This design comes from an exercise in tuning for small area, a short achievable clock period and few clock cycles per item on the open sky130 flow, not from production work.
Where RTL was checked, it was by simulation tests only, not by an equivalence proof against the original.
Only the layout flow was run in run 2; the RTL was not checked for function there.

==> flow/design.v (outline; a module is shown in full before it is edited, if it fits) <==
// module force_class: 32 lines
// module force_gather: 1547 lines
// module md_lr_top: 179 lines
module md_lr_top (
  input  logic                         clk,
  input  logic                         rst,
  output logic                         pready,
  input  logic                         pvalid,
  input  logic [md_lr_pkg::PADDRW-1:0] paddr,
  input  md_lr_pkg::particle_t         pwdata,
  input  logic                         plast,
  input  logic                         fready,
  output logic                         fvalid,
  output logic [md_lr_pkg::PADDRW-1:0] faddr,
  output logic                         flast,
  output md_lr_pkg::force_t            fdata
);
  // ...
==> flow/run.sh <==
#!/bin/bash
# synth_recipe.tcl (not shown) runs the flow's synth.tcl, then flattens the netlist and writes it again
# the make line also repeats each setting of config.mk as NAME=value (left out here)
make -C /OpenROAD-flow-scripts/flow DESIGN_CONFIG=/design/flow/config.mk WORK_HOME=/design/flow/orfs CLKGATE_MAP_FILE= SYNTH_SCRIPT=/design/flow/synth_recipe.tcl finish
==> flow/config.mk <==
export PLATFORM = sky130hd
export DESIGN_NAME = md_lr_top
export DESIGN_NICKNAME = md_lr_top
export VERILOG_FILES = /design/flow/design.v
export SDC_FILE = /design/flow/constraint.sdc
export NUM_CORES = 4
export LEC_CHECK = 0
export CAP_MARGIN = 20
export CORE_MARGIN = 2
export CORE_UTILIZATION = 40
export SLEW_MARGIN = 20
==> flow/constraint.sdc <==
create_clock -name core_clock -period 10.0 [get_ports {clk}]
set_input_delay 2.0000 -clock core_clock [delete_from_list [all_inputs] [get_ports {clk}]]
set_output_delay 2.0000 -clock core_clock [all_outputs]
set_load 0.01 [all_outputs]
==> impl_metrics.yaml, run 1 <==
run_status:
  outcome: "finished clean"
logic_synthesis:
  synth_top_family_by_area: "adder cells"
  yosysTopAreaCell: "edfxtp_1"
  ys.flop_type: "edfxtp_1"
  synth_top_area_share: 0.490
  ys_seq_area_frac: 0.495
grt:
  track_usage: 0.250
  grtUsageMet2: 0.374
critical_path:
  path_depth: 8
  r2r_start: "s1_cls[132]$_DFFE_PN_"
  cp-endpoint: "u_gather.rx[35]$_DFFE_PP_"
  cpMostUsedCell: "fa_1"
  slowest_stage: "a222oi_1"
cells_and_area:
  multi_input_area_share: 0.400
  final_common_cell: "edfxtp_1"
  final_cell_area_um2: 60700
  largest_reg_flops: 224
  largest_class: "sequential cells"
sta:
  worst_slack_ps: 5570
  finalClockSkew_ps: 49.5
  post-route-period-util: 0.443
  rsz0062_at_grt: "false"
  fin_setup_tns_ps: 0
  setup_viol: 0
routing:
  met2_length_um: 76400
  antenna_left: 0
floorplan:
  coreArea_um2: 136000
  start_util: 0.404
  pin_count: 84
hold_path:
  hp-start: "lb[1][4]$_DFFE_PP_"
  whs_endpoint: "cb_q[1][4]$_DFFE_PP_"
placement:
  pre_cts_ws_ps: 5620
clocking:
  clock_latency_ps: 740
Testbench counts, summed over its fixed seeds: cycles 1,555, items 1,214.
==> module md_lr_top, before the edit <==
module md_lr_top (
  input  logic                         clk,
  input  logic                         rst,
  output logic                         pready,
  input  logic                         pvalid,
  input  logic [md_lr_pkg::PADDRW-1:0] paddr,
  input  md_lr_pkg::particle_t         pwdata,
  input  logic                         plast,
  input  logic                         fready,
  output logic                         fvalid,
  output logic [md_lr_pkg::PADDRW-1:0] faddr,
  output logic                         flast,
  output md_lr_pkg::force_t            fdata
);
  localparam int NP = md_lr_pkg::MAXNUMP;
  localparam int AW = md_lr_pkg::PADDRW;
  localparam int QW = md_lr_pkg::QW;
  localparam int CW = 3 * md_lr_pkg::GADDRW;       
  localparam int PW = CW + QW;
  localparam int BW = PW + AW + 1;                 
  logic [PW-1:0] lb [NP];
  logic          lb_full;               
  logic [AW-1:0] lb_n;                  
  logic [BW-1:0] bq0, bq1;              
  logic [1:0]    bq_cnt;
  logic [CW-1:0] cb_c [NP];             
  logic [QW-1:0] cb_q [NP];             
  logic          q_pend;                
  logic          cb_valid;              
  logic [AW-1:0] cb_n;
  logic [AW-1:0] idx;                   
  logic [CW-1:0] pos;                   
  logic          s1_v, s1_l;
  logic [AW-1:0] s1_a;
  logic [NP*9-1:0] s1_cls;
  logic          s2_v, s2_l;
  logic [AW-1:0] s2_a;
  logic          k_v, k_l;              
  logic [AW-1:0] k_a;
  logic [13:0]   k_x, k_y, k_z;
  logic          accept, f_free, s2_adv, s1_adv, issue, idx_last;
  logic          copy_c, copy_q, lb_can;
  logic          push, pop, wr_en, wr_l;
  logic [AW-1:0] wr_a;
  logic [PW-1:0] wr_d;
  logic [1:0]    bq_nxt;
  assign accept   = pvalid & pready;
  assign f_free   = ~fvalid | fready;
  assign s2_adv   = ~s2_v | ~k_v;
  assign s1_adv   = ~s1_v | s2_adv;
  assign issue    = cb_valid & s1_adv;
  assign idx_last = (idx == cb_n);
  assign copy_c = lb_full & ~q_pend & (~cb_valid | (issue & idx_last));
  assign copy_q = (q_pend | (copy_c & ~issue)) & (~s1_v | s2_adv);
  assign lb_can = ~lb_full | copy_q;
  assign push   = accept & ~((bq_cnt == 2'd0) & lb_can);
  assign pop    = (bq_cnt != 2'd0) & lb_can;
  assign wr_en  = pop | (accept & ~push);
  assign {wr_l, wr_a, wr_d} = pop ? bq0 : {plast, paddr, pwdata};
  assign bq_nxt = bq_cnt + 2'(push) - 2'(pop);
  always_ff @(posedge clk) begin
    if (rst) begin
      pready   <= 1'b1;
      bq_cnt   <= '0;
      lb_full  <= 1'b0;
      q_pend   <= 1'b0;
      cb_valid <= 1'b0;
      idx      <= '0;
      s1_v     <= 1'b0;
      s2_v     <= 1'b0;
      k_v      <= 1'b0;
      fvalid   <= 1'b0;
    end else begin
      pready   <= (bq_nxt != 2'd2);
      bq_cnt   <= bq_nxt;
      lb_full  <= (lb_full & ~copy_q) | (wr_en & wr_l);
      q_pend   <= (q_pend | copy_c) & ~copy_q;
      cb_valid <= copy_c | (cb_valid & ~(issue & idx_last));
      if (issue) begin
        idx <= idx_last ? '0 : idx + 1'b1;
      end
      if (s1_adv) begin
        s1_v <= issue;
      end
      if (s2_adv) begin
        s2_v <= s1_v;
      end
      if (f_free) begin
        fvalid <= k_v | s2_v;
        k_v    <= 1'b0;
      end else if (!k_v) begin
        k_v    <= s2_v;
      end
    end
  end
  logic [CW-1:0] nxt;
  assign nxt = cb_c[idx + 1'b1];
  always_ff @(posedge clk) begin
    if (pop) begin
      bq0 <= (bq_cnt == 2'd2) ? bq1 : {plast, paddr, pwdata};
    end else if (push && bq_cnt == 2'd0) begin
      bq0 <= {plast, paddr, pwdata};
    end
    if (push && (bq_cnt - 2'(pop)) == 2'd1) begin
      bq1 <= {plast, paddr, pwdata};
    end
    if (wr_en & wr_l) begin
      lb_n <= wr_a;
    end
    for (int j = 0; j < NP; j++) begin
      if (wr_en && wr_a == AW'(j)) begin
        lb[j] <= wr_d;
      end
    end
    if (copy_c) begin
      for (int j = 0; j < NP; j++) begin
        cb_c[j] <= lb[j][PW-1:QW];
      end
      cb_n <= lb_n;
      pos  <= lb[0][PW-1:QW];
    end else if (issue) begin
      pos <= nxt;
    end
    if (copy_q) begin
      for (int j = 0; j < NP; j++) begin
        cb_q[j] <= lb[j][QW-1:0];
      end
    end
  end
  logic [NP*CW-1:0] cells;
  logic [NP*QW-1:0] charges;
  logic [NP-1:0]    valid;
  logic [NP*9-1:0]  cls;
  logic [13:0]      fx, fy, fz;
  for (genvar j = 0; j < NP; j++) begin : g_slot
    assign cells[j*CW +: CW]   = cb_c[j];
    assign charges[j*QW +: QW] = cb_q[j];
    assign valid[j]            = (AW'(j) <= cb_n);
  end
  force_class u_class (
    .cells (cells),
    .valid (valid),
    .pos   (pos),
    .cls   (cls)
  );
  force_gather u_gather (
    .clk     (clk),
    .en      (s2_adv),
    .cls     (s1_cls),
    .charges (charges),
    .fx      (fx),
    .fy      (fy),
    .fz      (fz)
  );
  always_ff @(posedge clk) begin
    if (s1_adv) begin
      s1_l   <= idx_last;
      s1_a   <= idx;
      s1_cls <= cls;
    end
    if (s2_adv) begin
      s2_l <= s1_l;
      s2_a <= s1_a;
    end
    if (f_free) begin
      flast    <= k_v ? k_l : s2_l;
      faddr    <= k_v ? k_a : s2_a;
      fdata.fx <= 18'(signed'(k_v ? k_x : fx));
      fdata.fy <= 18'(signed'(k_v ? k_y : fy));
      fdata.fz <= 18'(signed'(k_v ? k_z : fz));
    end else if (!k_v) begin
      k_l <= s2_l;
      k_a <= s2_a;
      k_x <= fx;
      k_y <= fy;
      k_z <= fz;
    end
  end
endmodule
==> inputs of run 2 (changes only) <==
--- a/flow/design.v
+++ b/flow/design.v
@@ -1647,18 +1647,21 @@
   localparam int QW = md_lr_pkg::QW;
   localparam int CW = 3 * md_lr_pkg::GADDRW;       
   localparam int PW = CW + QW;
-  localparam int BW = PW + AW + 1;                 
   logic [PW-1:0] lb [NP];
-  logic          lb_full;               
-  logic [AW-1:0] lb_n;                  
-  logic [BW-1:0] bq0, bq1;              
-  logic [1:0]    bq_cnt;
+  logic [AW-1:0] wp;                    
+  logic [AW-1:0] rb;                    
+  logic [AW:0]   used;                  
+  logic [1:0]    dcnt;                  
+  logic [AW-1:0] d0_b, d0_n, d1_b, d1_n;  
   logic [CW-1:0] cb_c [NP];             
   logic [QW-1:0] cb_q [NP];             
+  logic [NP-1:0] cb_m;                  
   logic          q_pend;                
+  logic [AW-1:0] q_n;                   
   logic          cb_valid;              
   logic [AW-1:0] cb_n;
   logic [AW-1:0] idx;                   
+  logic [AW-1:0] sp;                    
   logic [CW-1:0] pos;                   
   logic          s1_v, s1_l;
   logic [AW-1:0] s1_a;
@@ -1669,30 +1672,35 @@
   logic [AW-1:0] k_a;
   logic [13:0]   k_x, k_y, k_z;
   logic          accept, f_free, s2_adv, s1_adv, issue, idx_last;
-  logic          copy_c, copy_q, lb_can;
-  logic          push, pop, wr_en, wr_l;
-  logic [AW-1:0] wr_a;
-  logic [PW-1:0] wr_d;
-  logic [1:0]    bq_nxt;
+  logic          copy_c, copy_q, done;
+  logic [AW:0]   used_nxt;
+  logic [1:0]    dcnt_nxt;
+  logic [AW-1:0] fr_n;                  
+  logic [NP-1:0] mask;                  
   assign accept   = pvalid & pready;
   assign f_free   = ~fvalid | fready;
   assign s2_adv   = ~s2_v | ~k_v;
   assign s1_adv   = ~s1_v | s2_adv;
   assign issue    = cb_valid & s1_adv;
   assign idx_last = (idx == cb_n);
-  assign copy_c = lb_full & ~q_pend & (~cb_valid | (issue & idx_last));
+  assign done     = accept & plast;     
+  assign copy_c = (dcnt != 2'd0) & ~q_pend & (~cb_valid | (issue & idx_last));
   assign copy_q = (q_pend | (copy_c & ~issue)) & (~s1_v | s2_adv);
-  assign lb_can = ~lb_full | copy_q;
-  assign push   = accept & ~((bq_cnt == 2'd0) & lb_can);
-  assign pop    = (bq_cnt != 2'd0) & lb_can;
-  assign wr_en  = pop | (accept & ~push);
-  assign {wr_l, wr_a, wr_d} = pop ? bq0 : {plast, paddr, pwdata};
-  assign bq_nxt = bq_cnt + 2'(push) - 2'(pop);
+  assign fr_n   = q_pend ? q_n : d0_n;
+  assign used_nxt = used + (AW+1)'(accept) - (copy_q ? (AW+1)'(fr_n) + 1'b1 : '0);
+  assign dcnt_nxt = dcnt + 2'(done) - 2'(copy_c);
+  for (genvar j = 0; j < NP; j++) begin : g_mask
+    logic [AW-1:0] off;
+    assign off     = AW'(j) - d0_b;
+    assign mask[j] = (off <= d0_n);
+  end
   always_ff @(posedge clk) begin
     if (rst) begin
       pready   <= 1'b1;
-      bq_cnt   <= '0;
-      lb_full  <= 1'b0;
+      wp       <= '0;
+      rb       <= '0;
+      used     <= '0;
+      dcnt     <= '0;
       q_pend   <= 1'b0;
       cb_valid <= 1'b0;
       idx      <= '0;
@@ -1701,9 +1709,15 @@
       k_v      <= 1'b0;
       fvalid   <= 1'b0;
     end else begin
-      pready   <= (bq_nxt != 2'd2);
-      bq_cnt   <= bq_nxt;
-      lb_full  <= (lb_full & ~copy_q) | (wr_en & wr_l);
+      pready   <= (used_nxt != (AW+1)'(NP)) & (dcnt_nxt != 2'd2);
+      used     <= used_nxt;
+      dcnt     <= dcnt_nxt;
+      if (accept) begin
+        wp <= wp + 1'b1;
+      end
+      if (done) begin
+        rb <= wp + 1'b1;
+      end
       q_pend   <= (q_pend | copy_c) & ~copy_q;
       cb_valid <= copy_c | (cb_valid & ~(issue & idx_last));
       if (issue) begin
@@ -1724,31 +1738,35 @@
     end
   end
   logic [CW-1:0] nxt;
-  assign nxt = cb_c[idx + 1'b1];
+  assign nxt = cb_c[sp + 1'b1];
   always_ff @(posedge clk) begin
-    if (pop) begin
-      bq0 <= (bq_cnt == 2'd2) ? bq1 : {plast, paddr, pwdata};
-    end else if (push && bq_cnt == 2'd0) begin
-      bq0 <= {plast, paddr, pwdata};
-    end
-    if (push && (bq_cnt - 2'(pop)) == 2'd1) begin
-      bq1 <= {plast, paddr, pwdata};
-    end
-    if (wr_en & wr_l) begin
-      lb_n <= wr_a;
-    end
     for (int j = 0; j < NP; j++) begin
-      if (wr_en && wr_a == AW'(j)) begin
-        lb[j] <= wr_d;
+      if (accept && wp == AW'(j)) begin
+        lb[j] <= pwdata;
       end
     end
+    if (done && (dcnt == 2'd0 || (dcnt == 2'd1 && copy_c))) begin
+      d0_b <= rb;
+      d0_n <= paddr;
+    end else if (copy_c) begin
+      d0_b <= d1_b;
+      d0_n <= d1_n;
+    end
+    if (done) begin
+      d1_b <= rb;
+      d1_n <= paddr;
+    end
     if (copy_c) begin
       for (int j = 0; j < NP; j++) begin
         cb_c[j] <= lb[j][PW-1:QW];
       end
-      cb_n <= lb_n;
-      pos  <= lb[0][PW-1:QW];
+      cb_m <= mask;
+      cb_n <= d0_n;
+      q_n  <= d0_n;
+      sp   <= d0_b;
+      pos  <= lb[d0_b][PW-1:QW];
     end else if (issue) begin
+      sp  <= sp + 1'b1;
       pos <= nxt;
     end
     if (copy_q) begin
@@ -1759,17 +1777,15 @@
   end
   logic [NP*CW-1:0] cells;
   logic [NP*QW-1:0] charges;
-  logic [NP-1:0]    valid;
   logic [NP*9-1:0]  cls;
   logic [13:0]      fx, fy, fz;
   for (genvar j = 0; j < NP; j++) begin : g_slot
     assign cells[j*CW +: CW]   = cb_c[j];
     assign charges[j*QW +: QW] = cb_q[j];
-    assign valid[j]            = (AW'(j) <= cb_n);
   end
   force_class u_class (
     .cells (cells),
-    .valid (valid),
+    .valid (cb_m),
     .pos   (pos),
     .cls   (cls)
   );
==> impl_metrics.yaml, run 2 <==
routing:
  vias: 33700
  wl_um: 177000
  dr.first_iter.drc_count: 4226
  wl_per_cell_um: 29.6
  antenna_left: 0
  viasPerCell: 5.63
  drc: 0
  firstDrtPassIters: 11
floorplan:
  die_h_um: 376
  coreArea_um2: 137000
  pin_count: 84
  die_w_um: 376
  die-area_um2: 141000
  rows: 136
  start_util: 0.402
logic_synthesis:
  synth_nets: 4770
  async_flop_share: 0
  synthXorXnorAreaFrac: 0.0330
  synth_top_family_by_area: "adder cells"
  synth_seq_cells: 915
  synth_simple_gate_area_frac: 0.0423
  netlist_top_cells_count: "edfxtp_1 (889), inv_1 (487), fa_1 (451)"
  yosysTopAreaCell: "edfxtp_1"
  yosysMostFrequentCell: "edfxtp_1"
  synth_top_area_share: 0.483
  synthAdderAreaFrac: 0.209
  synth.avg_cell_area_um2: 13.5
  synth.area.top_cells: "edfxtp_1 (48%), fa_1 (16%), mux2_2 (5.1%), ha_1 (4.6%), mux2i_1 (4.2%)"
  ys.flop_type: "edfxtp_1"
  yosysWarnings: 5
  synthMuxAreaShare: 0.0948
  synth-edff-count: 889
  synthesis.area_um2: 55200
  synth_cells: 4094
  synth_compound_area_frac: 0.0788
  synthDistinctLibCells: 72
  ys_seq_area_frac: 0.493
critical_path:
  cpMostUsedCell: "fa_1"
  crit_fanout: 10
  critical_path.top_delay_family: "adder cells"
  cp.required_ps: 10450
  crit_chain: "a222oi_1 -> mux2_2 -> fa_1 -> inv_1 -> fa_1 -> inv_1 -> fa_1 -> fa_1"
  slowest_stage: "a222oi_1"
  cp-end-kind: "flop"
  cp_num_buf_inv: 2
  crit_type: "reg2reg"
  crit_arrival_ps: 4830
  slowest_delay_ps: 850
  start_kind: "flop"
sta:
  setup_viol: 0
  post-route-period-util: 0.438
  timing.hold.ws_ps: 413
  finalClockSkew_ps: 53.6
  worst_pin_slew_ps: 1200
  rsz0062_at_grt: "false"
  fin_setup_tns_ps: 0
  fmax_ghz: 0.228
  period_minus_slack_ps: 4380
  slew_headroom: 0.202
  slew_viol_final: 0
  final_hold_viol_count: 0
cells_and_area:
  largest_reg_flops: 224
  final_common_cell: "edfxtp_1"
  layout_common_cells: "edfxtp_1 (889), inv_1 (485), fa_1 (451)"
  fin_nets: 4795
  top_regs: "lb x224, s1_cls x144, cb_q x128"
  area_growth_pct: 10.2
  stdcell_count: 5986
  layout-drive-gt1-share: 0.114
  regMostFlops: "lb"
clocking:
  clock_latency_ps: 740
  root_buffer: "clkbuf_16"
  cts-buffers-inserted: 94
  clock_sinks: 915
  ctsLongestPathBuffers: 3
  cts_tree: "yes"
  cts_resized: 0
  holdBufCountCts: 0
  h-tree-depth: 3
  post_cts_buffers: 0
  clkTransAtPathRegs_ps: 60
placement:
  dp.cells: 5814
  io_buffers: 83
  place_congestion: 1.04
  dp_hpwl_um: 143000
grt:
  grt_pass1_vias: 33300
  overflow: 0
  grt_max_degree: 81
  track_usage: 0.251
  grt_pass1_wl_um: 249000
  antenna_found_initial: 5
job:
  cap_violations: 0
hold_path:
  hp-class: "reg2reg"
run_status:
  outcome: "finished clean"
-- run 2: final timing paths --
path                         start                   endpoint  slack [ps]  cells past startpoint
max reg2reg  s1_cls[105]$_DFFE_PN_  u_gather.rz[27]$_DFFE_PP_        5620                      8
max          s1_cls[105]$_DFFE_PN_  u_gather.rz[27]$_DFFE_PP_        5620                      8
min             lb[4][4]$_DFFE_PP_       cb_q[4][4]$_DFFE_PP_         410                      0
min reg2reg     lb[4][4]$_DFFE_PP_       cb_q[4][4]$_DFFE_PP_         410                      0
-- run 2: cell families (layout without fill, tap and decap cells) --
| logic type | count (synthesis) | count (layout) |
|---|---|---|
| buffers and inverters | 703 | 799 |
| AO/OA/AOI/OAI | 598 | 598 |
| adder cells (fa/ha/maj) | 653 | 653 |
| flip-flops | 915 | 915 |
| AND/OR/NAND/NOR | 529 | 529 |
| XOR/XNOR | 208 | 208 |
| other | 0 | 2 |
| multiplexers | 488 | 488 |
-- run 2: cell type report --
type | count | area [um^2]
diodes | 2 | 5.00
clock buffers | 110 | 2410
clock inverters | 57 | 522
fillers | 12400 | 76500
inverters | 488 | 1840
multi-input cells | 2476 | 25300
flip-flops and latches | 915 | 27200
well taps | 1794 | 2240
repair buffers | 144 | 1270
-- run 2: layer usage --
| metal | track usage | vias up | wire (um) |
|---|---|---|---|
| met5 | 0 | - | 0 |
| met4 | 0.127 | 0 | 10500 |
| met3 | 0.0331 | 294 | 11900 |
| met2 | 0.386 | 1520 | 79000 |
| met1 | 0.351 | 17200 | 75800 |
| li1 | - | 14700 | - |
-- run 2: through the flow --
| step | cell area (um^2) | setup slack [ps] | utilization |
|---|---|---|---|
| global placement | 57900 | 5220 | 0.422 |
| CTS | 60800 | 5720 | 0.443 |
| floorplan | 55200 | 1950 | - |
| finish | 60900 | 5620 | 0.443 |
| global route | 60900 | 5580 | 0.443 |
| detailed placement | 57900 | 5280 | 0.422 |
==> inputs of run 3 (changes only) <==
--- a/flow/design.v
+++ b/flow/design.v
@@ -1679,10 +1679,15 @@
   logic [NP-1:0] mask;                  
   assign accept   = pvalid & pready;
   assign f_free   = ~fvalid | fready;
-  assign s2_adv   = ~s2_v | ~k_v;
-  assign s1_adv   = ~s1_v | s2_adv;
   assign issue    = cb_valid & s1_adv;
-  assign idx_last = (idx == cb_n);
+  logic          s1_v_n, s2_v_n, k_v_n, s2_adv_n;
+  logic [AW-1:0] idx_n, cb_n_n;
+  assign s1_v_n   = s1_adv ? issue : s1_v;
+  assign s2_v_n   = s2_adv ? s1_v : s2_v;
+  assign k_v_n    = ~f_free & (k_v | s2_v);
+  assign s2_adv_n = ~s2_v_n | ~k_v_n;
+  assign idx_n    = issue ? (idx_last ? '0 : idx + 1'b1) : idx;
+  assign cb_n_n   = copy_c ? d0_n : cb_n;
   assign done     = accept & plast;     
   assign copy_c = (dcnt != 2'd0) & ~q_pend & (~cb_valid | (issue & idx_last));
   assign copy_q = (q_pend | (copy_c & ~issue)) & (~s1_v | s2_adv);
@@ -1707,6 +1712,8 @@
       s1_v     <= 1'b0;
       s2_v     <= 1'b0;
       k_v      <= 1'b0;
+      s1_adv   <= 1'b1;
+      s2_adv   <= 1'b1;
       fvalid   <= 1'b0;
     end else begin
       pready   <= (used_nxt != (AW+1)'(NP)) & (dcnt_nxt != 2'd2);
@@ -1720,15 +1727,11 @@
       end
       q_pend   <= (q_pend | copy_c) & ~copy_q;
       cb_valid <= copy_c | (cb_valid & ~(issue & idx_last));
-      if (issue) begin
-        idx <= idx_last ? '0 : idx + 1'b1;
-      end
-      if (s1_adv) begin
-        s1_v <= issue;
-      end
-      if (s2_adv) begin
-        s2_v <= s1_v;
-      end
+      idx      <= idx_n;
+      s1_v     <= s1_v_n;
+      s2_v     <= s2_v_n;
+      s2_adv   <= s2_adv_n;
+      s1_adv   <= ~s1_v_n | s2_adv_n;
       if (f_free) begin
         fvalid <= k_v | s2_v;
         k_v    <= 1'b0;
@@ -1740,6 +1743,7 @@
   logic [CW-1:0] nxt;
   assign nxt = cb_c[sp + 1'b1];
   always_ff @(posedge clk) begin
+    idx_last <= (idx_n == cb_n_n);
     for (int j = 0; j < NP; j++) begin
       if (accept && wp == AW'(j)) begin
         lb[j] <= pwdata;
--- a/flow/config.mk
+++ b/flow/config.mk
@@ -5,7 +5,8 @@
 export SDC_FILE = /design/flow/constraint.sdc
 export NUM_CORES = 4
 export LEC_CHECK = 0
-export CAP_MARGIN = 20
+export ABC_AREA = 1
+export CAP_MARGIN = 30
 export CORE_MARGIN = 2
 export CORE_UTILIZATION = 40
-export SLEW_MARGIN = 20
+export SLEW_MARGIN = 50
==> impl_metrics.yaml, run 3 <==
clocking:
  post_cts_buffers: 0
  root_buffer: "clkbuf_16"
  holdBufCountCts: 0
  cts_tree: "yes"
  clock_latency_ps: 750
  clkTransAtPathRegs_ps: 60
  h-tree-depth: 3
  cts-buffers-inserted: 99
  cts_resized: 0
  clock_sinks: 922
  ctsLongestPathBuffers: 3
cells_and_area:
  area_growth_pct: 11.5
  fin_nets: 6199
  regMostFlops: "lb"
  final_common_cell: "nand2_1"
  layout_common_cells: "nand2_1 (1274), edfxtp_1 (889), inv_1 (871)"
  finish.utilization: 0.449
  layout-drive-gt1-share: 0.0455
  largest_reg_flops: 224
  final_cell_area_um2: 62500
  top_regs: "lb x224, s1_cls x144, cb_q x128"
routing:
  drc: 0
  vias: 39000
  wl_um: 187000
  firstDrtPassIters: 6
  dr.first_iter.drc_count: 4516
  wl_per_cell_um: 25.1
  antenna_left: 0
  viasPerCell: 5.22
grt:
  overflow: 0
  use_met3: 0.0372
  grtUsageMet2: 0.404
  use_met1: 0.363
  track_usage: 0.265
  grt_pass1_wl_um: 266000
  grt_max_degree: 77
  grt_pass1_vias: 37700
  antenna_found_initial: 3
  top_usage_layer: "met2"
logic_synthesis:
  synth.avg_cell_area_um2: 10.3
  ys.flop_type: "edfxtp_1"
  synthDistinctLibCells: 44
  synthesis.area_um2: 56000
  yosysMostFrequentCell: "nand2_1"
  synth-edff-count: 889
  netlist_top_cells_count: "nand2_1 (1275), edfxtp_1 (889), inv_1 (874)"
  async_flop_share: 0
  synth_top_area_share: 0.477
  synth.area.top_cells: "edfxtp_1 (48%), fa_1 (16%), nand2_1 (8.5%), inv_1 (5.9%), o21ai_0 (5.1%)"
  synth_nets: 6096
  synth_cells: 5420
  yosysWarnings: 5
  yosysTopAreaCell: "edfxtp_1"
  ys_seq_area_frac: 0.488
  synth_seq_cells: 922
critical_path:
  start_kind: "flop"
  cpMostUsedCell: "fa_1"
  r2r_start: "s1_cls[51]$_DFFE_PP_"
  crit_type: "reg2reg"
  crit_arrival_ps: 4370
  path_depth: 9
  critical_path.top_delay_family: "adder cells"
  crit_chain: "o21ai_0 -> nand2_1 -> o21ai_0 -> ha_1 -> inv_1 -> fa_1 -> inv_1 -> fa_1 -> fa_1"
  cp_num_buf_inv: 2
  r2r_slack_ps: 6070
  crit_fanout: 9
  slowest_delay_ps: 610
  ff2ff_path_depth: 9
  cp.required_ps: 10440
  slowest_stage: "o21ai_0"
  cp-startpoint: "s1_cls[51]$_DFFE_PP_"
  reg2reg_to: "u_gather.rx[39]$_DFFE_PP_"
  cp-end-kind: "flop"
sta:
  slew_headroom: 0.481
  fin_setup_tns_ps: 0
  slew_viol_final: 0
  timing.hold.ws_ps: 406
  finalClockSkew_ps: 57.2
  worst_slack_ps: 6070
  setup_viol: 0
  final_hold_viol_count: 0
  fmax_ghz: 0.255
  period_minus_slack_ps: 3930
  post-route-period-util: 0.393
  worst_pin_slew_ps: 774
  rsz0062_at_grt: "false"
hold_path:
  hp-start: "lb[1][1]$_DFFE_PP_"
  whs_endpoint: "cb_q[1][1]$_DFFE_PP_"
  hold_path_depth: 0
  hp-class: "reg2reg"
placement:
  io_buffers: 83
  pre_cts_ws_ps: 5590
  place_congestion: 1.04
  placed_cell_area_um2: 59100
  dp_hpwl_um: 155000
floorplan:
  coreArea_um2: 139000
  start_util: 0.402
  pin_count: 84
  die-area_um2: 143000
  die_w_um: 378
  die_h_um: 378
  rows: 137
run_status:
  outcome: "finished clean"
job:
  cap_violations: 0
==> run 3: cell types whose count changed after synthesis, sizes merged, moves of 116 or more <==
| cell | previous run | this run |
|---|---|---|
| mux2i | 231 | 0 |
| o21ai | 124 | 569 |
| xnor2 | 133 | 12 |
| mux2 | 257 | 4 |
| nand2 | 205 | 1280 |
| nand3 | 55 | 199 |
| inv | 487 | 878 |
| a222oi | 116 | 0 |
==> run 3: per-layer routing <==
layer  vias to the layer above  share of wire
li1                      18100              -
met1                     19100           0.42
met2                      1562           0.44
met3                       307          0.069
met4                         4          0.065
met5                         -        0.00018
==> run 3: kinds of logic after synthesis <==
family                   share of synthesized area
multiplexers                              0.000804
buffers and inverters                       0.0699
flip-flops                                   0.488
AO/OA/AOI/OAI                               0.0750
adder cells (fa/ha/maj)                      0.206
AND/OR/NAND/NOR                              0.140
XOR/XNOR                                    0.0192
==> run 3: cell type report <==
type,instances,area (um^2)
multi-input combinational,3480,24800
fill,13100,76700
clock inverter,66,810
sequential,922,27400
clock buffer,112,2570
timing repair buffer,136,1240
inverter,884,3330
antenna,1,2.50
tap,1876,2350
==> run 3: worst max path at each step <==
stage,end,slack [ps]
global route,u_gather.rz[19]$_DFFE_PP_,5990
CTS,u_gather.ry[15]$_DFFE_PP_,6010
floorplan,pready$_SDFF_PP1_,510
finish,u_gather.rx[39]$_DFFE_PP_,6070
global placement,pready$_SDFF_PP1_,5540
detailed placement,pready$_SDFF_PP1_,5590
==> run 3: stage by stage <==
stage | cells
after CTS | 7473
after global routing | 7476
final | 7477
after global placement | 7290
after detailed placement | 7295
after floorplan | 5420
Testbench counts of run 3, summed over its fixed seeds: cycles 1,462, items 1,214.
==> inputs of run 4 (changes only) <==
--- a/flow/config.mk
+++ b/flow/config.mk
@@ -6,7 +6,7 @@
 export NUM_CORES = 4
 export LEC_CHECK = 0
 export ABC_AREA = 1
-export CAP_MARGIN = 30
+export CAP_MARGIN = 50
 export CORE_MARGIN = 2
 export CORE_UTILIZATION = 40
-export SLEW_MARGIN = 50
+export SLEW_MARGIN = 70
==> impl_metrics.yaml, run 4 <==
floorplan:
  die_w_um: 378
  start_util: 0.402
  die_h_um: 378
  die-area_um2: 143000
  rows: 137
  coreArea_um2: 139000
  pin_count: 84
cells_and_area:
  final_common_cell: "nand2_1"
  final_cell_area_um2: 63200
  stdcell_count: 7552
  fin_nets: 6270
  layout-drive-gt1-share: 0.0666
  area_growth_pct: 12.8
  largest_reg_flops: 224
  layout_common_cells: "nand2_1 (1274), edfxtp_1 (889), inv_1 (865)"
  top_regs: "lb x224, s1_cls x144, cb_q x128"
  regMostFlops: "lb"
  finish.utilization: 0.454
grt:
  overflow: 0
  grt_pass1_vias: 37400
  track_usage: 0.265
  grt_max_degree: 56
  antenna_found_initial: 4
  grt_pass1_wl_um: 266000
sta:
  post-route-period-util: 0.397
  slew_headroom: 0.669
  slew_viol_final: 0
  worst_slack_ps: 6030
  fin_setup_tns_ps: 0
  final_hold_viol_count: 0
  setup_viol: 0
  rsz0062_at_grt: "false"
  period_minus_slack_ps: 3970
  worst_pin_slew_ps: 496
  finalClockSkew_ps: 58.0
  fmax_ghz: 0.252
hold_path:
  hp-class: "reg2reg"
logic_synthesis:
  synth_nets: 6096
  synth.area.top_cells: "edfxtp_1 (48%), fa_1 (16%), nand2_1 (8.5%), inv_1 (5.9%), o21ai_0 (5.1%)"
  ys_seq_area_frac: 0.488
  synth_seq_cells: 922
  netlist_top_cells_count: "nand2_1 (1275), edfxtp_1 (889), inv_1 (874)"
  synth.avg_cell_area_um2: 10.3
  async_flop_share: 0
  synth-edff-count: 889
  synth_cells: 5420
  yosysWarnings: 5
  ys.flop_type: "edfxtp_1"
  synthDistinctLibCells: 44
  synth_top_area_share: 0.477
  yosysMostFrequentCell: "nand2_1"
  synthesis.area_um2: 56000
  yosysTopAreaCell: "edfxtp_1"
clocking:
  ctsLongestPathBuffers: 3
  clkTransAtPathRegs_ps: 60
  cts_resized: 0
  cts_tree: "yes"
  root_buffer: "clkbuf_16"
  cts-buffers-inserted: 98
  post_cts_buffers: 0
  h-tree-depth: 3
  clock_sinks: 922
  clock_latency_ps: 760
  holdBufCountCts: 0
critical_path:
  crit_chain: "inv_1 -> o211ai_1 -> buf_1 -> buf_1 -> o21ai_0 -> fa_1 -> inv_1 -> fa_1 -> inv_1 -> fa_1 -> fa_1"
  crit_type: "reg2reg"
  slowest_stage: "fa_1"
  critical_path.top_delay_family: "adder cells"
  start_kind: "flop"
  crit_fanout: 6
  cpMostUsedCell: "fa_1"
  cp-end-kind: "flop"
  cp.required_ps: 10470
  slowest_delay_ps: 550
  cp_num_buf_inv: 5
  crit_arrival_ps: 4440
routing:
  antenna_left: 0
  wl_per_cell_um: 24.9
  dr.first_iter.drc_count: 4352
  vias: 39200
  wl_um: 188000
  viasPerCell: 5.19
  firstDrtPassIters: 6
  drc: 0
placement:
  place_congestion: 1.04
  dp_hpwl_um: 156000
  io_buffers: 83
  pre_cts_ws_ps: 5600
  placed_cell_area_um2: 59800
  dp.cells: 7361
run_status:
  outcome: "finished clean"
job:
  cap_violations: 0
## run 4: per-layer routing
metal / vias up / share of wire / wire (um) / global-route usage
met2: 1655 / 0.44 / 83600 / 0.410
met3: 326 / 0.070 / 13200 / 0.0428
met5: - / 0.00022 / 41 / 0
met1: 19000 / 0.42 / 79400 / 0.359
met4: 6 / 0.063 / 11900 / 0.138
li1: 18200 / - / - / -
## run 4: layout make-up
type                       count  area, um^2
fill                       13100       76000
sequential                   922       27400
multi-input combinational   3480       25200
inverter                     884        3340
clock buffer                 118        2550
tap                         1876        2350
timing repair buffer         208        1830
clock inverter                63         562
antenna                        1        2.50
## run 4: kinds of logic (layout without fill, tap and decap cells)
logic type | count (synthesis) | count (layout) | synth area share
and+or+nand+nor | 1919 | 1919 | 0.140
DFF | 922 | 922 | 0.488
AOI/OAI and AO/OA | 781 | 781 | 0.0750
adders and majority gates | 653 | 653 | 0.206
other | 0 | 1 | 0
xor gates and xnor gates | 123 | 123 | 0.0192
buffers and inverters | 1018 | 1273 | 0.0699
muxes | 4 | 4 | 0.000804
## run 4: per-stage QoR
step | hold slack, ps
after global placement | 401
final | 404
after CTS | 411
after global routing | 415
after floorplan | 400
after detailed placement | 405
## run 4: final timing paths
kind / from / to / slack, ps / cells after the start
worst max register to register: s1_cls[134]$_DFFE_PP_ / u_gather.ry[15]$_DFFE_PP_ / 6030 / 11
worst min-delay path: lb[9][1]$_DFFE_PP_ / cb_q[9][1]$_DFFE_PP_ / 400 / 0
worst max-delay path: s1_cls[134]$_DFFE_PP_ / u_gather.ry[15]$_DFFE_PP_ / 6030 / 11
worst min register to register: lb[9][1]$_DFFE_PP_ / cb_q[9][1]$_DFFE_PP_ / 400 / 0
==> inputs of run 5 (changes only) <==
--- a/flow/design.v
+++ b/flow/design.v
@@ -1652,7 +1652,7 @@
   logic [AW-1:0] rb;                    
   logic [AW:0]   used;                  
   logic [1:0]    dcnt;                  
-  logic [AW-1:0] d0_b, d0_n, d1_b, d1_n;  
+  logic [AW-1:0] d0_b, d0_n, d1_b, d1_n, d2_b, d2_n;  
   logic [CW-1:0] cb_c [NP];             
   logic [QW-1:0] cb_q [NP];             
   logic [NP-1:0] cb_m;                  
@@ -1694,6 +1694,13 @@
   assign fr_n   = q_pend ? q_n : d0_n;
   assign used_nxt = used + (AW+1)'(accept) - (copy_q ? (AW+1)'(fr_n) + 1'b1 : '0);
   assign dcnt_nxt = dcnt + 2'(done) - 2'(copy_c);
+  logic          cb_valid_n, q_pend_n, issue_n, idx_last_n, copy_c_n, copy_q_n;
+  assign cb_valid_n = copy_c | (cb_valid & ~(issue & idx_last));
+  assign q_pend_n   = (q_pend | copy_c) & ~copy_q;
+  assign issue_n    = cb_valid_n & (~s1_v_n | s2_adv_n);
+  assign idx_last_n = (idx_n == cb_n_n);
+  assign copy_c_n   = (dcnt_nxt != 2'd0) & ~q_pend_n & (~cb_valid_n | (issue_n & idx_last_n));
+  assign copy_q_n   = (q_pend_n | (copy_c_n & ~issue_n)) & (~s1_v_n | s2_adv_n);
   for (genvar j = 0; j < NP; j++) begin : g_mask
     logic [AW-1:0] off;
     assign off     = AW'(j) - d0_b;
@@ -1716,7 +1723,7 @@
       s2_adv   <= 1'b1;
       fvalid   <= 1'b0;
     end else begin
-      pready   <= (used_nxt != (AW+1)'(NP)) & (dcnt_nxt != 2'd2);
+      pready   <= ((used_nxt != (AW+1)'(NP)) | copy_q_n) & ((dcnt_nxt != 2'd3) | copy_c_n);
       used     <= used_nxt;
       dcnt     <= dcnt_nxt;
       if (accept) begin
@@ -1725,8 +1732,8 @@
       if (done) begin
         rb <= wp + 1'b1;
       end
-      q_pend   <= (q_pend | copy_c) & ~copy_q;
-      cb_valid <= copy_c | (cb_valid & ~(issue & idx_last));
+      q_pend   <= q_pend_n;
+      cb_valid <= cb_valid_n;
       idx      <= idx_n;
       s1_v     <= s1_v_n;
       s2_v     <= s2_v_n;
@@ -1743,22 +1750,24 @@
   logic [CW-1:0] nxt;
   assign nxt = cb_c[sp + 1'b1];
   always_ff @(posedge clk) begin
-    idx_last <= (idx_n == cb_n_n);
+    idx_last <= idx_last_n;
     for (int j = 0; j < NP; j++) begin
       if (accept && wp == AW'(j)) begin
         lb[j] <= pwdata;
       end
     end
-    if (done && (dcnt == 2'd0 || (dcnt == 2'd1 && copy_c))) begin
-      d0_b <= rb;
-      d0_n <= paddr;
-    end else if (copy_c) begin
+    if (copy_c) begin
       d0_b <= d1_b;
       d0_n <= d1_n;
+      d1_b <= d2_b;
+      d1_n <= d2_n;
     end
     if (done) begin
-      d1_b <= rb;
-      d1_n <= paddr;
+      case (dcnt - 2'(copy_c))
+        2'd0:    begin d0_b <= rb; d0_n <= paddr; end
+        2'd1:    begin d1_b <= rb; d1_n <= paddr; end
+        default: begin d2_b <= rb; d2_n <= paddr; end
+      endcase
     end
     if (copy_c) begin
       for (int j = 0; j < NP; j++) begin
==> impl_metrics.yaml, run 5 <==
run_status:
  outcome: "finished clean"
sta:
  setup_viol: 0
  fin_setup_tns_ps: 0
  slew_viol_final: 0
  slew_headroom: 0.660
  period_minus_slack_ps: 3930
  rsz0062_at_grt: "false"
  post-route-period-util: 0.393
  finalClockSkew_ps: 57.0
  final_hold_viol_count: 0
  fmax_ghz: 0.254
  worst_pin_slew_ps: 505
floorplan:
  die-area_um2: 144000
  coreArea_um2: 140000
  die_h_um: 379
  die_w_um: 379
  rows: 137
  pin_count: 84
  start_util: 0.403
clocking:
  h-tree-depth: 3
  clock_sinks: 930
  holdBufCountCts: 0
  root_buffer: "clkbuf_16"
  clock_latency_ps: 750
  post_cts_buffers: 0
  cts-buffers-inserted: 100
  cts_tree: "yes"
  clkTransAtPathRegs_ps: 60
  ctsLongestPathBuffers: 3
  cts_resized: 0
hold_path:
  whs_endpoint: "cb_q[2][1]$_DFFE_PP_"
  hp-class: "reg2reg"
  hp-start: "lb[2][1]$_DFFE_PP_"
  hold_path_depth: 0
cells_and_area:
  area_growth_pct: 13.0
  regMostFlops: "lb"
  final_cell_area_um2: 63600
  multiInputGateArea_um2: 25400
  layout_common_cells: "nand2_1 (1287), edfxtp_1 (881), inv_1 (850)"
  fill_cells: 13000
  largest_reg_flops: 224
  final_common_cell: "nand2_1"
  fin_nets: 6311
  layout-drive-gt1-share: 0.0647
  top_regs: "lb x224, s1_cls x144, cb_q x128"
  seq_area_um2: 27400
logic_synthesis:
  yosysTopAreaCell: "edfxtp_1"
  synth.avg_cell_area_um2: 10.3
  ys_seq_area_frac: 0.488
  netlist_top_cells_count: "nand2_1 (1288), edfxtp_1 (881), inv_1 (857)"
  synthDistinctLibCells: 45
  synth_seq_cells: 930
  synthesis.area_um2: 56200
  synth_top_area_share: 0.470
  synth_cells: 5453
  yosysMostFrequentCell: "nand2_1"
  async_flop_share: 0
  synth.area.top_cells: "edfxtp_1 (47%), fa_1 (16%), nand2_1 (8.6%), inv_1 (5.7%), o21ai_0 (5.0%)"
  ys.flop_type: "edfxtp_1"
  synth-edff-count: 881
  synth_nets: 6130
  yosysWarnings: 5
critical_path:
  start_kind: "flop"
  ff2ff_path_depth: 11
  crit_fanout: 6
  reg2reg_to: "u_gather.rx[19]$_DFFE_PP_"
  r2r_slack_ps: 6070
  cp-end-kind: "flop"
  crit_arrival_ps: 4410
  cp.required_ps: 10480
  crit_type: "reg2reg"
  r2r_start: "s1_cls[125]$_DFFE_PP_"
grt:
  grt_pass1_wl_um: 260000
  track_usage: 0.255
  grt_pass1_vias: 37800
  grt_max_degree: 70
  antenna_found_initial: 2
  overflow: 0
placement:
  dp_hpwl_um: 151000
  io_buffers: 83
  place_congestion: 1.08
  placed_cell_area_um2: 60000
routing:
  dr.first_iter.drc_count: 4452
  wl_per_cell_um: 24.0
  drc: 0
  antenna_left: 0
  firstDrtPassIters: 6
  viasPerCell: 5.23
  vias: 39700
  wl_um: 182000
job:
  cap_violations: 0
## run 5: worst max path at each step
| stage | slack, ps | startpoint | to | cells after the start |
|---|---|---|---|---|
| floorplan | 760 | s2_adv$_SDFF_PP1_ | pready$_SDFF_PP1_ | 14 |
| global route | 5970 | s1_cls[125]$_DFFE_PP_ | u_gather.rx[19]$_DFFE_PP_ | 11 |
| finish | 6070 | s1_cls[125]$_DFFE_PP_ | u_gather.rx[19]$_DFFE_PP_ | 11 |
| detailed placement | 5440 | pvalid | pready$_SDFF_PP1_ | 13 |
| global placement | 5050 | fready | pready$_SDFF_PP1_ | 11 |
| CTS | 6120 | s1_cls[97]$_DFFE_PP_ | u_gather.rx[11]$_DFFE_PP_ | 11 |
## run 5: metrics by stage
| step | utilization | hold slack, ps | worst slack (ps) | std cells |
|---|---|---|---|---|
| CTS | 0.454 | 402 | 6120 | 7580 |
| finish | 0.456 | 402 | 6070 | 7594 |
| global route | 0.456 | 417 | 5970 | 7593 |
| detailed placement | 0.430 | 405 | 5440 | 7395 |
| global placement | 0.424 | 401 | 5050 | 7327 |
| floorplan | - | 400 | 759 | 5453 |
## run 5: area by class of cell
class | instances | share of cell area
diodes | 1 | 0.0000394
clock buffers | 123 | 0.0411
well taps | 1876 | 0.0369
flip-flops and latches | 930 | 0.432
multi-input cells | 3528 | 0.400
repair buffers | 208 | 0.0286
clock inverters | 62 | 0.0104
inverters | 866 | 0.0517
## run 5: layer usage
layer | track usage | part of all wire | vias to the layer above
met4 | 0.148 | 0.070 | 0
met2 | 0.380 | 0.43 | 1767
met3 | 0.0402 | 0.082 | 353
met1 | 0.354 | 0.42 | 19100
met5 | 0 | 0 | -
li1 | - | - | 18400
## run 5: logic make-up after synthesis
logic type / synth area share
AO/OA/AOI/OAI: 0.0793
XOR/XNOR: 0.0177
adder cells (fa/ha/maj): 0.206
buffers and inverters: 0.0678
flip-flops: 0.488
AND/OR/NAND/NOR: 0.142
## run 5: worst max-delay path, stage by stage, from the launching register on
cell and delay, ps:
edfxtp_1 440, inv_1 130, o211ai_1 200, buf_1 240
buf_1 220, o21ai_0 200, fa_1 540, fa_1 590
inv_1 70, fa_1 510, inv_1 60, fa_1 480
Testbench counts of run 5, summed over its fixed seeds: cycles 1,402, items 1,214.
==> inputs of run 6 (changes only) <==
--- a/flow/design.v
+++ b/flow/design.v
@@ -1723,7 +1723,7 @@
       s2_adv   <= 1'b1;
       fvalid   <= 1'b0;
     end else begin
-      pready   <= ((used_nxt != (AW+1)'(NP)) | copy_q_n) & ((dcnt_nxt != 2'd3) | copy_c_n);
+      pready   <= (used_nxt != (AW+1)'(NP)) & (dcnt_nxt != 2'd3);
       used     <= used_nxt;
       dcnt     <= dcnt_nxt;
       if (accept) begin
==> impl_metrics.yaml, run 6 <==
clocking:
  holdBufCountCts: 0
  root_buffer: "clkbuf_16"
  cts-buffers-inserted: 101
  post_cts_buffers: 0
  h-tree-depth: 3
  cts_tree: "yes"
  clock_sinks: 930
  clkTransAtPathRegs_ps: 60
  clock_latency_ps: 780
  cts_resized: 0
  ctsLongestPathBuffers: 3
cells_and_area:
  largest_reg_flops: 224
  fin_nets: 6316
  n_antenna_cell: 0
  final_common_cell: "nand2_1"
  regMostFlops: "lb"
  area_growth_pct: 13.5
  top_regs: "lb x224, s1_cls x144, cb_q x128"
  stdcell_count: 7597
  seq_area_um2: 27400
  layout_common_cells: "nand2_1 (1288), edfxtp_1 (881), inv_1 (858)"
  multiInputGateArea_um2: 25400
  fill_cells: 13000
  layout-drive-gt1-share: 0.0682
floorplan:
  pin_count: 84
  die_w_um: 379
  rows: 137
  die-area_um2: 144000
  coreArea_um2: 140000
  die_h_um: 379
  start_util: 0.403
sta:
  setup_viol: 0
  timing.hold.ws_ps: 408
  worst_pin_slew_ps: 521
  period_minus_slack_ps: 3850
  fmax_ghz: 0.260
  fin_setup_tns_ps: 0
  slew_viol_final: 0
  final_hold_viol_count: 0
  post-route-period-util: 0.385
  finalClockSkew_ps: 101
  slew_headroom: 0.651
  rsz0062_at_grt: "false"
routing:
  firstDrtPassIters: 7
  viasPerCell: 5.22
  wl_um: 189000
  antenna_left: 0
  wl_per_cell_um: 24.8
  drc: 0
  vias: 39700
  dr.first_iter.drc_count: 4597
grt:
  antenna_found_initial: 4
  track_usage: 0.264
  grt_pass1_vias: 37700
  grt_max_degree: 66
  overflow: 0
  grt_pass1_wl_um: 268000
logic_synthesis:
  synth_top_area_share: 0.471
  synth_cells: 5464
  synthesis.area_um2: 56200
  synth-edff-count: 881
  ys_seq_area_frac: 0.488
  async_flop_share: 0
  synth_seq_cells: 930
  yosysWarnings: 5
  yosysMostFrequentCell: "nand2_1"
  synth.area.top_cells: "edfxtp_1 (47%), fa_1 (16%), nand2_1 (8.6%), inv_1 (5.8%), o21ai_0 (5.2%)"
  synth.avg_cell_area_um2: 10.3
  yosysTopAreaCell: "edfxtp_1"
  netlist_top_cells_count: "nand2_1 (1290), edfxtp_1 (881), inv_1 (867)"
  synth_nets: 6141
  synthDistinctLibCells: 39
  ys.flop_type: "edfxtp_1"
hold_path:
  hp-class: "reg2reg"
critical_path:
  crit_chain: "nand2_1 -> nand3_1 -> nand2_1 -> o21ai_0 -> fa_1 -> inv_1 -> fa_1 -> inv_1 -> fa_1 -> inv_1 -> fa_1"
  slowest_delay_ps: 660
  crit_arrival_ps: 4330
  cp-end-kind: "flop"
  cp.required_ps: 10470
  cpMostUsedCell: "fa_1"
  cp_num_buf_inv: 3
  slowest_stage: "fa_1"
  crit_fanout: 8
  start_kind: "flop"
  crit_type: "reg2reg"
  critical_path.top_delay_family: "adder cells"
placement:
  place_congestion: 1.02
  dp_hpwl_um: 156000
  io_buffers: 83
  dp.cells: 7396
job:
  cap_violations: 0
run_status:
  outcome: "finished clean"
run 6: cell types whose count changed after synthesis, sizes merged, moves of 5 or more:
| cell | before | now |
|---|---|---|
| clkbuf | 77 | 97 |
| o211ai | 17 | 10 |
| nand3 | 199 | 194 |
| nor2 | 275 | 261 |
| xnor2 | 7 | 14 |
| inv | 861 | 871 |
| buf | 52 | 41 |
| xor2 | 106 | 111 |
| o21ai | 565 | 582 |
| a21oi | 89 | 100 |
| o31ai | 9 | 0 |
| a31oi | 13 | 6 |
run 6: worst register-to-register path: stages (launching register included):
cell,delay (ps)
edfxtp_1,530
nand2_1,110
nand3_1,290
nand2_1,130
o21ai_0,140
fa_1,510
inv_1,70
fa_1,660
inv_1,110
fa_1,520
inv_1,50
fa_1,460
run 6: cells by family (layout without fill, tap and decap cells):
group | after synthesis | in the layout | share of synthesized area
adders and majority gates | 654 | 654 | 0.206
and+or+nand+nor | 1930 | 1930 | 0.140
AOI/OAI and AO/OA | 809 | 809 | 0.0776
DFF | 930 | 930 | 0.488
xor gates and xnor gates | 125 | 125 | 0.0196
buffers and inverters | 1016 | 1273 | 0.0690
run 6: final cells by class:
class | count | area share
flip-flops and latches | 930 | 0.430
multi-input cells | 3518 | 0.397
inverters | 878 | 0.0521
clock buffers | 116 | 0.0405
well taps | 1876 | 0.0368
repair buffers | 210 | 0.0305
clock inverters | 69 | 0.0125
run 6: layer usage:
| metal | vias up | global-route usage | routed length [um] |
|---|---|---|---|
| met5 | - | 0 | 0 |
| met4 | 0 | 0.152 | 12600 |
| met3 | 329 | 0.0311 | 12500 |
| met2 | 1680 | 0.406 | 83700 |
| met1 | 19300 | 0.363 | 79800 |
| li1 | 18400 | - | - |
run 6: metrics by stage:
| step | setup WS (ps) | instance area (um^2) | util |
|---|---|---|---|
| floorplan | 379 | 56200 | - |
| finish | 6150 | 63800 | 0.457 |
| global placement | 5520 | 59200 | 0.424 |
| detailed placement | 5540 | 60100 | 0.431 |
| global route | 6030 | 63800 | 0.457 |
| CTS | 6200 | 63500 | 0.455 |
run 6: worst paths after layout:
kind / from / to / slack [ps] / depth (start not counted)
max reg2reg: s1_cls[115]$_DFFE_PP_ / u_gather.ry[11]$_DFFE_PP_ / 6150 / 11
min: lb[0][6]$_DFFE_PP_ / cb_q[0][6]$_DFFE_PP_ / 410 / 0
min reg2reg: lb[0][6]$_DFFE_PP_ / cb_q[0][6]$_DFFE_PP_ / 410 / 0
max: s1_cls[115]$_DFFE_PP_ / u_gather.ry[11]$_DFFE_PP_ / 6150 / 11
Testbench counts of run 6, summed over its fixed seeds: cycles 1,436, items 1,214.
==> inputs of run 7 (changes only) <==
==> flow/flow/run.sh (new file) <==
#!/bin/bash
# The standard layout (standard.sh), with one change: the buffers that the
# flow puts on every input and output port are buf_4 cells instead of the
# resizer's default pick, a slow delay buffer. Every port still gets its own
# buffer. All of standard.sh's output goes to standard.log here.
set -euo pipefail
export BUFFER_PORTS_ARGS="-buffer_cell sky130_fd_sc_hd__buf_4"
bash standard.sh > standard.log 2>&1
==> flow/standard.sh (new file) <==
#!/bin/bash
# synth_recipe.tcl (not shown) runs the flow's synth.tcl, then flattens the netlist and writes it again
# the make line also repeats each setting of config.mk as NAME=value (left out here)
make -C /OpenROAD-flow-scripts/flow DESIGN_CONFIG=/design/flow/config.mk WORK_HOME=/design/flow/orfs CLKGATE_MAP_FILE= SYNTH_SCRIPT=/design/flow/synth_recipe.tcl "${@:-finish}"
--- a/flow/config.mk
+++ b/flow/config.mk
@@ -6,7 +6,7 @@
 export NUM_CORES = 4
 export LEC_CHECK = 0
 export ABC_AREA = 1
-export CAP_MARGIN = 50
+export CAP_MARGIN = 30
 export CORE_MARGIN = 2
 export CORE_UTILIZATION = 40
-export SLEW_MARGIN = 70
+export SLEW_MARGIN = 50
removed: flow/run.sh
==> impl_metrics.yaml, run 7 <==
critical_path:
  r2r_start: "s1_cls[102]$_DFFE_PP_"
  reg2reg_to: "u_gather.ry[11]$_DFFE_PP_"
  cp-startpoint: "s1_cls[102]$_DFFE_PP_"
  ff2ff_path_depth: 7
  crit_chain: "inv_1 -> fa_1 -> fa_1 -> inv_1 -> fa_1 -> fa_1 -> fa_1"
  cpMostUsedCell: "fa_1"
  slowest_delay_ps: 720
  cp.required_ps: 10460
  cp-end-kind: "flop"
  r2r_slack_ps: 6150
  slowest_stage: "fa_1"
  start_kind: "flop"
  crit_arrival_ps: 4310
  crit_fanout: 9
  crit_type: "reg2reg"
  cp-endpoint: "u_gather.ry[11]$_DFFE_PP_"
cells_and_area:
  fill_cells: 13000
  largest_reg_flops: 224
  multiInputGateArea_um2: 25000
  seq_area_um2: 27400
  stdcell_count: 7515
  layout-drive-gt1-share: 0.0571
  top_regs: "lb x224, s1_cls x144, cb_q x128"
  n_antenna_cell: 0
  fin_nets: 6231
  layout_common_cells: "nand2_1 (1290), edfxtp_1 (881), inv_1 (864)"
  final_common_cell: "nand2_1"
  regMostFlops: "lb"
  area_growth_pct: 11.4
sta:
  setup_viol: 0
  fin_setup_tns_ps: 0
  final_hold_viol_count: 0
  rsz0062_at_grt: "false"
  slew_viol_final: 0
  period_minus_slack_ps: 3850
  fmax_ghz: 0.260
  slew_headroom: 0.480
  finalClockSkew_ps: 65.0
  post-route-period-util: 0.385
  worst_pin_slew_ps: 775
routing:
  vias: 39700
  wl_per_cell_um: 25.3
  dr.first_iter.drc_count: 4892
  antenna_left: 0
  viasPerCell: 5.28
  firstDrtPassIters: 8
  wl_um: 190000
  drc: 0
logic_synthesis:
  synth.area.top_cells: "edfxtp_1 (47%), fa_1 (16%), nand2_1 (8.6%), inv_1 (5.8%), o21ai_0 (5.2%)"
  netlist_top_cells_count: "nand2_1 (1290), edfxtp_1 (881), inv_1 (867)"
  synth-edff-count: 881
  yosysMostFrequentCell: "nand2_1"
  async_flop_share: 0
  synth_top_area_share: 0.471
  synth.avg_cell_area_um2: 10.3
  synth_cells: 5464
  synth_seq_cells: 930
  synthesis.area_um2: 56200
  synthDistinctLibCells: 39
  ys_seq_area_frac: 0.488
  yosysWarnings: 5
  ys.flop_type: "edfxtp_1"
  synth_nets: 6141
  yosysTopAreaCell: "edfxtp_1"
clocking:
  post_cts_buffers: 0
  holdBufCountCts: 0
  root_buffer: "clkbuf_16"
  ctsLongestPathBuffers: 3
  cts_tree: "yes"
  clock_latency_ps: 770
  cts-buffers-inserted: 100
  h-tree-depth: 3
  cts_resized: 0
  clkTransAtPathRegs_ps: 80
  clock_sinks: 930
grt:
  antenna_found_initial: 0
  grt_pass1_wl_um: 268000
  track_usage: 0.266
  grt_max_degree: 84
  grt_pass1_vias: 37700
  overflow: 0
placement:
  io_buffers: 83
  dp.cells: 7325
  dp_hpwl_um: 155000
  place_congestion: 1.08
run_status:
  outcome: "finished clean"
floorplan:
  rows: 137
  pin_count: 84
  start_util: 0.403
  die_h_um: 379
  die-area_um2: 144000
  die_w_um: 379
  coreArea_um2: 140000
job:
  cap_violations: 0
hold_path:
  hp-start: "lb[9][7]$_DFFE_PP_"
  hp-class: "reg2reg"
==> run 7: cell count changes in the layout (fill, tap and decap cells not counted), moves of 20 or more <==
cell,before,now
buf_2,29,0
buf_4,59,115
o21ai_2,22,2
o21ai_1,78,21
clkdlybuf4s50_1,77,0
o21ai_0,482,559
==> run 7: area by class of cell <==
class | instances | area share
multi-input combinational | 3518 | 0.399
clock buffer | 120 | 0.0421
tap | 1876 | 0.0375
inverter | 878 | 0.0527
clock inverter | 67 | 0.0151
sequential | 930 | 0.438
timing repair buffer | 126 | 0.0160
==> run 7: worst min path at each step <==
stage | cells past startpoint | slack, ps | to
final | 0 | 400 | cb_q[9][7]$_DFFE_PP_
after global routing | 0 | 410 | cb_q[9][7]$_DFFE_PP_
after CTS | 0 | 400 | cb_q[1][5]$_DFFE_PP_
after detailed placement | 0 | 400 | cb_q[0][0]$_DFFE_PP_
after global placement | 0 | 400 | cb_q[9][6]$_DFFE_PP_
after floorplan | 0 | 400 | cb_q[0][0]$_DFFE_PP_
==> run 7: cell families (layout without fill, tap and decap cells) <==
logic type	after synthesis	in the layout	share of synthesized area
xor gates and xnor gates	125	125	0.0196
and+or+nand+nor	1930	1930	0.140
AOI/OAI and AO/OA	809	809	0.0776
DFF	930	930	0.488
adders and majority gates	654	654	0.206
buffers and inverters	1016	1191	0.0690
==> run 7: layer usage <==
layer,GRT usage,routed length [um],vias up
met4,0.125,10400,0
li1,-,-,18200
met3,0.0352,13500,279
met1,0.368,81000,19500
met5,0,0,-
met2,0.414,85300,1703
==> run 7: through the flow <==
| stage | util | hold slack [ps] | cell area, um^2 | worst slack [ps] |
|---|---|---|---|---|
| floorplan | - | 400 | 56200 | 379 |
| global placement | 0.422 | 400 | 58900 | 5870 |
| detailed placement | 0.423 | 405 | 59000 | 5920 |
| CTS | 0.449 | 399 | 62600 | 6220 |
| global route | 0.449 | 413 | 62700 | 6070 |
| finish | 0.449 | 396 | 62700 | 6150 |
==> run 7: critical path: cells and delay by family, from the launching register on <==
kind	cells	cell delay [ps]
buffers and inverters	2	290
adders and majority gates	5	2550
DFF	1	680
==> inputs of run 8 (changes only) <==
--- a/flow/design.v
+++ b/flow/design.v
@@ -1723,7 +1723,7 @@
       s2_adv   <= 1'b1;
       fvalid   <= 1'b0;
     end else begin
-      pready   <= (used_nxt != (AW+1)'(NP)) & (dcnt_nxt != 2'd3);
+      pready   <= ((used_nxt != (AW+1)'(NP)) | copy_q_n) & ((dcnt_nxt != 2'd3) | copy_c_n);
       used     <= used_nxt;
       dcnt     <= dcnt_nxt;
       if (accept) begin
--- a/flow/config.mk
+++ b/flow/config.mk
@@ -9,4 +9,6 @@
 export CAP_MARGIN = 30
 export CORE_MARGIN = 2
 export CORE_UTILIZATION = 40
+export CTS_CLUSTER_DIAMETER = 150
+export CTS_CLUSTER_SIZE = 30
 export SLEW_MARGIN = 50
==> impl_metrics.yaml, run 8 <==
routing:
  wl_per_cell_um: 25.0
  viasPerCell: 5.26
  vias: 38900
  firstDrtPassIters: 6
  dr.first_iter.drc_count: 4607
  wl_um: 185000
  antenna_left: 0
  drc: 0
grt:
  overflow: 0
  grt_pass1_wl_um: 262000
  antenna_found_initial: 4
  grt_max_degree: 86
  track_usage: 0.258
  grt_pass1_vias: 36900
sta:
  post-route-period-util: 0.388
  worst_pin_slew_ps: 731
  final_hold_viol_count: 0
  rsz0062_at_grt: "false"
  period_minus_slack_ps: 3880
  fin_setup_tns_ps: 0
  fmax_ghz: 0.258
  slew_viol_final: 0
  slew_headroom: 0.508
  finalClockSkew_ps: 63.5
  setup_viol: 0
placement:
  dp_hpwl_um: 153000
  dp.cells: 7324
  place_congestion: 1.04
  io_buffers: 83
logic_synthesis:
  synth.avg_cell_area_um2: 10.3
  synth_top_area_share: 0.470
  synth_nets: 6130
  netlist_top_cells_count: "nand2_1 (1288), edfxtp_1 (881), inv_1 (857)"
  synth.area.top_cells: "edfxtp_1 (47%), fa_1 (16%), nand2_1 (8.6%), inv_1 (5.7%), o21ai_0 (5.0%)"
  synth-edff-count: 881
  yosysTopAreaCell: "edfxtp_1"
  yosysWarnings: 5
  synth_seq_cells: 930
  synth_cells: 5453
  yosysMostFrequentCell: "nand2_1"
  async_flop_share: 0
  synthesis.area_um2: 56200
  ys_seq_area_frac: 0.488
  ys.flop_type: "edfxtp_1"
  synthDistinctLibCells: 45
clocking:
  clock_latency_ps: 700
  cts-buffers-inserted: 38
  clkTransAtPathRegs_ps: 110
  h-tree-depth: 2
  post_cts_buffers: 0
  clock_sinks: 930
  cts_tree: "yes"
  root_buffer: "clkbuf_16"
  holdBufCountCts: 0
  ctsLongestPathBuffers: 3
  cts_resized: 0
critical_path:
  cp-end-kind: "flop"
  crit_arrival_ps: 4300
  cp.required_ps: 10410
  start_kind: "flop"
  crit_type: "reg2reg"
  crit_fanout: 6
cells_and_area:
  fill_cells: 13300
  top_regs: "lb x224, s1_cls x144, cb_q x128"
  fin_nets: 6167
  regMostFlops: "lb"
  stdcell_count: 7388
  finish.utilization: 0.432
  area_growth_pct: 7.12
  final_common_cell: "nand2_1"
  layout_common_cells: "nand2_1 (1288), edfxtp_1 (881), inv_1 (854)"
  layout-drive-gt1-share: 0.0379
  largest_reg_flops: 224
job:
  cap_violations: 0
floorplan:
  die_w_um: 379
  pin_count: 84
  rows: 137
  die_h_um: 379
  coreArea_um2: 140000
  die-area_um2: 144000
  start_util: 0.403
run_status:
  outcome: "finished clean"
hold_path:
  hp-class: "reg2reg"
run 8: cell count changes after synthesis, moves of 9 or more:
cell | before | now
clkbuf_1 | 97 | 77
o21ai_0 | 581 | 562
nor2_1 | 260 | 273
a21oi_1 | 100 | 89
inv_1 | 867 | 857
o31ai_1 | 0 | 9
run 8: per-stage QoR:
| stage | hold slack [ps] | area (um^2) | setup WS (ps) |
|---|---|---|---|
| after detailed placement | 405 | 59100 | 5860 |
| after global routing | 418 | 60200 | 5970 |
| after global placement | 400 | 59000 | 5820 |
| after floorplan | 400 | 56200 | 759 |
| after CTS | 424 | 60200 | 6130 |
| final | 408 | 60300 | 6120 |
run 8: critical path, stage by stage (launching register included):
cell and delay (ps):
edfxtp_1 550, inv_1 120, o221ai_1 530, o21ai_0 230, fa_1 560, fa_1 540
inv_1 60, fa_1 520, inv_1 60, fa_1 420
run 8: layout make-up:
class | count | area (um^2) | share of cell area
Inverter | 866 | 3260 | 0.0541
Timing Repair Buffer | 126 | 1000 | 0.0167
Tap cell | 1876 | 2350 | 0.0390
Clock inverter | 8 | 123 | 0.00204
Sequential cell | 930 | 27400 | 0.456
Antenna cell | 1 | 2.50 | 0.0000415
Multi-Input combinational cell | 3528 | 25000 | 0.416
Clock buffer | 53 | 1030 | 0.0171
run 8: final timing paths:
path                                      startpoint                         to  slack [ps]  cells past startpoint
worst min register to register    lb[0][2]$_DFFE_PP_       cb_q[0][2]$_DFFE_PP_         410                      0
worst max-delay path            s1_cls[71]$_DFFE_PP_  u_gather.rz[15]$_DFFE_PP_        6120                      9
worst min-delay path              lb[0][2]$_DFFE_PP_       cb_q[0][2]$_DFFE_PP_         410                      0
worst max register to register  s1_cls[71]$_DFFE_PP_  u_gather.rz[15]$_DFFE_PP_        6120                      9
run 8: kinds of logic (layout without fill, tap and decap cells):
kind of cell / count (synthesis) / count (layout) / share of synthesized area
flip-flops: 930 / 930 / 0.488
other: 0 / 1 / 0
buffers and inverters: 995 / 1053 / 0.0678
adder cells (fa/ha/maj): 654 / 654 / 0.206
AND/OR/NAND/NOR: 1949 / 1949 / 0.142
AO/OA/AOI/OAI: 812 / 812 / 0.0793
XOR/XNOR: 113 / 113 / 0.0177
run 8: per-layer routing:
layer,part of all wire,track usage,up-vias
met4,0.056,0.126,0
met3,0.067,0.0288,251
li1,-,-,18100
met5,0,0,-
met2,0.45,0.402,1476
met1,0.43,0.360,19100
Testbench counts of run 8, summed over its fixed seeds: cycles 1,402, items 1,214.

[afterwards: timing with drivers on the ports]
The results above use ideal ports. As a check the final layouts listed here were re-extracted and re-timed, cells and wires unchanged.
Step 1 assumes that a clkbuf_16 drives the clock port and a buf_2 every other input.
Step 2, shift: input delay + t, output delay - t, t = (earliest + latest rising clock arrival at the registers) / 2. This alone moves slack from input paths to output paths.
Slacks: no drivers / after step 1 / after step 2; pairs: no drivers / after step 1.
| run | shift t [ns] | setup slack, ns | pins driven straight from the clock port |
|---|---|---|---|
| run 1 | 0.794 | 5.573 / 5.573 / 5.407 | 1 |
| run 2 | 0.784 | 5.623 / 5.623 / 5.249 | 1 |
| run 3 | 0.798 | 6.071 / 6.071 / 5.636 | 1 |
| run 4 | 0.801 | 6.028 / 6.028 / 5.618 | 1 |
| run 5 | 0.799 | 6.068 / 6.068 / 5.437 | 1 |
| run 6 | 0.807 | 6.147 / 6.147 / 5.553 | 1 |
| run 7 | 0.808 | 6.155 / 6.155 / 5.932 | 1 |
| run 8 | 0.745 | 6.118 / 6.118 / 5.871 | 1 |
After both steps setup and hold are still met in every run listed. For run 5, which loses most, drivers alone change the setup slack by 0.000 ns; drivers and shift together by -0.631 ns.
